Background: an optimization exercise with open tools, aiming at small area, a short achievable clock period and few clock cycles per item. Do not read the settings as production practice.
Function was checked by simulation only, so behaviour that the tests miss may differ from the original.
No activity file was given, so power comes from the tool's default toggle rates.

v58:
==> flow/design.v (excerpt) <==
module prefix_add_unit (
  input  logic         clk_i,
  input  logic         rst_i,
  input  logic         flush_i,
  input  logic         req_valid_i,
  output logic         req_ready_o,
  input  logic [255:0] req_a_i,
  input  logic [255:0] req_b_i,
  input  logic         req_sub_i,
  input  logic         req_cin_i,
  output logic         resp_valid_o,
  input  logic         resp_ready_i,
  output logic [255:0] resp_sum_o,
  output logic         resp_cout_o,
  output logic         resp_ovf_o,
  output logic         busy_o
);
  localparam int DATA_W = 256;
  logic [DATA_W-1:0] bb;
  logic              cin;
  logic [DATA_W-1:0] sum;
  logic              cout;
  logic              c_msb;
  logic              accept;
  logic              valid_q;
  logic [DATA_W-1:0] sum_q;
  logic              cout_q;
  logic              ovf_q;
  assign bb  = req_sub_i ? ~req_b_i : req_b_i;
  assign cin = req_sub_i | req_cin_i;
  prefix_slice_adder #(
    .SLICE_W (DATA_W)
  ) u_adder (
    .a     (req_a_i),
    .b     (bb),
    .cin   (cin),
    .sum   (sum),
    .cout  (cout),
    .c_msb (c_msb)
  );
  assign req_ready_o = ~flush_i & (~valid_q | resp_ready_i);
  assign accept      = req_valid_i & req_ready_o;
  always_ff @(posedge clk_i) begin
    if (rst_i)        valid_q <= 1'b0;
    else if (accept)  valid_q <= 1'b1;
    else if (flush_i | resp_ready_i) valid_q <= 1'b0;
  end
  always_ff @(posedge clk_i) begin
    if (accept) begin
      sum_q  <= sum;
      cout_q <= cout;
      ovf_q  <= cout ^ c_msb;
    end
  end
  ...
clock: 5.5 ns
lec_check: 0
abc_clock_period_in_ps: 3000
cap_margin: 20
core_margin: 2
core_utilization: 50
slew_margin: 20
run.sh (not shown) runs the stock make flow with config.mk's settings and CLKGATE_MAP_FILE= SYNTH_SCRIPT=/design/flow/synth_recipe.tcl, a recipe that flattens the netlist after the stock synthesis.
Flow for v58 halted at I/O pin placement, error code PPL-0024.
Testbench counts of v58, summed over its fixed seeds: cycles 1,288, items 1,280.
Setup changes, v58 to v13
Settings: BUFFER_PORTS_ARGS: unset -> -buffer_cell sky130_fd_sc_hd__buf_1; CORE_UTILIZATION: 50 -> 30; ABC_CLOCK_PERIOD_IN_PS: 3000 -> unset.
==> flow/flow/run.sh (new file) <==
#!/bin/bash
# Standard ORFS layout, except that the port buffers are the smallest
# buffer cell (buf_1) instead of the cell buffer_ports picks by default.
set -e
echo 'export BUFFER_PORTS_ARGS = -buffer_cell sky130_fd_sc_hd__buf_1' >> "$FLOW_CONFIG"
bash standard.sh > standard.log 2>&1
==> flow/standard.sh (new file) <==
#!/bin/bash
# synth_recipe.tcl (not shown) runs the flow's synth.tcl, then flattens the netlist and writes it again
# the make line also repeats each setting of config.mk as NAME=value (left out here)
make -C /OpenROAD-flow-scripts/flow DESIGN_CONFIG=/design/flow/config.mk WORK_HOME=/design/flow/orfs CLKGATE_MAP_FILE= SYNTH_SCRIPT=/design/flow/synth_recipe.tcl "${@:-finish}"
removed: flow/run.sh
==> comparison <==
There was hardly any difference in share of synthesized area spent on multiplexers between v13 and v58.
Re fraction of synthesized cell area in xor and xnor cells: no difference whatsoever between v13 and v58.
Comparing v58 against v13, there is no change at all in number of enable-type register cells in the synthesized netlist.
v13 finished every step from synthesis to the final layout, and the layout passed the timing, DRC and antenna checks.
The async set-reset flop share out of synthesis was comparable across v13 and v58.
Re count of cell types in the netlist: no difference whatsoever between v13 and v58.
The initial cell density of the core of v13 is lower than that of v58.
In the flow results for v13 and v58, the standard-cell row count is smaller on v58.
The following lists how v31 was set up differently from v13:
Settings: removing BUFFER_PORTS_ARGS (formerly -buffer_cell sky130_fd_sc_hd__buf_1).
==> flow/run.sh (new file) <==
#!/bin/bash
# synth_recipe.tcl (not shown) runs the flow's synth.tcl, then flattens the netlist and writes it again
# the make line also repeats each setting of config.mk as NAME=value (left out here)
make -C /OpenROAD-flow-scripts/flow DESIGN_CONFIG=/design/flow/config.mk WORK_HOME=/design/flow/orfs CLKGATE_MAP_FILE= SYNTH_SCRIPT=/design/flow/synth_recipe.tcl finish
removed: flow/flow/run.sh
removed: flow/standard.sh
--- outcome ---
- Looking at fraction of power consumed by combinational cells, v31 sits 3.1 points above v13.
- Number of clock-tree buffers in the layout of v31 exceeds that of v13 by more than 10%.
- Per the comparison of v31 with v13, critical path depth now smaller; final area rose by about 15%; minimum period implied by the final worst setup slack went down 0.10 ns; detailed-route via count rose by about 1.4%.
- v31 vs v13, layout overhead on the synthesized area went up by 20 points.
- Fraction of power consumed by the clock network: v31 lower than v13
- Summary: with v13 as the reference, maximum clock frequency in v31 moved up slightly.
- Comparing the two runs side by side, v31 comes out behind v13 on total length of routed wires.
- Ratio of final minimum period to clock period: v31 lower than v13

========
prefix_add_unit again, from the RTL that the note above started with.
==> flow/config.mk <==
export PLATFORM = sky130hd
export DESIGN_NAME = prefix_add_unit
export DESIGN_NICKNAME = prefix_add_unit
export VERILOG_FILES = /design/flow/design.v
export SDC_FILE = /design/flow/constraint.sdc
export NUM_CORES = 4
export LEC_CHECK = 0
export ABC_CLOCK_PERIOD_IN_PS = 3000
export CAP_MARGIN = 20
export CORE_MARGIN = 2
export CORE_UTILIZATION = 30
export SETUP_SLACK_MARGIN = 1.5
export SLEW_MARGIN = 20
==> flow/constraint.sdc <==
create_clock -name core_clock -period 5.5 [get_ports {clk_i}]
set_input_delay 1.1000 -clock core_clock [delete_from_list [all_inputs] [get_ports {clk_i}]]
set_output_delay 1.1000 -clock core_clock [all_outputs]
set_load 0.01 [all_outputs]
Stock flow here: none of the scripts above is used.
The starting point completed with no timing, DRC or antenna violations.
Testbench counts at the start, summed over its fixed seeds: cycles 1,288, items 1,280.
Change:
SETUP_SLACK_MARGIN = unset   (was 1.5)
After rerunning: The changed run finished with timing, DRC and antenna clean; via count drops by 5.9%; wire length shrinks by 12%; power drops by 9.2%.
Change:
ABC_AREA = 1   (was unset)
ABC_CLOCK_PERIOD_IN_PS = unset   (was 3000)
What happened:
- The new run went through all stages and came out clean
- worst hold slack hardly moves
- worst setup slack gains 0.64 ns
- count of clock-buffer cells in the layout came out lower by 1
- combinational power came out higher by about 10%
- register-to-register slack gains 0.21 ns
- non-clock buffer count came out lower by 181
- maximum frequency came out higher by 14%

==> what the ideal ports hide <==
In the flow no input, the clock included, has a driving cell. The finished layouts below were timed again as built, in two steps.
Step 1 (the two cells are an assumption about what drives the block):
set clk [get_ports {clk_i}]
set_driving_cell -lib_cell sky130_fd_sc_hd__clkbuf_16 $clk
set_driving_cell -lib_cell sky130_fd_sc_hd__buf_2 [delete_from_list [all_inputs] $clk]
Step 2 also shifts input and output timing later by t, the mid clock arrival at the registers, as if the neighbouring blocks saw the same clock.
Three values: ideal ports, drivers, drivers and shift; two values: the first two.
| run | shift t [ns] | setup slack, ns | hold slack, ns | worst setup path at the end |
|---|---|---|---|---|
| v13 | 0.597 | 0.304 / 0.333 / -0.264 | 0.627 / 0.627 / 0.627 | input to register |
| v31 | 0.602 | 0.404 / 0.407 / -0.195 | 0.656 / 0.656 / 0.656 | input to register |
| the first run of note 2 | 0.601 | 0.924 / 0.611 / 0.010 | 0.636 / 0.636 / 0.636 | input to register |
| the second run of note 2 | 0.602 | 0.404 / 0.407 / -0.195 | 0.656 / 0.656 / 0.656 | input to register |
| the third run of note 2 | 0.618 | 1.041 / 1.052 / 0.434 | 0.657 / 0.657 / 0.657 | input to register |
Met with ideal ports but missed after step 2: setup timing in v13, v31 and the second run of note 2. For the first run of note 2, which loses most, drivers alone change the setup slack by -0.313 ns; drivers and shift together by -0.914 ns.
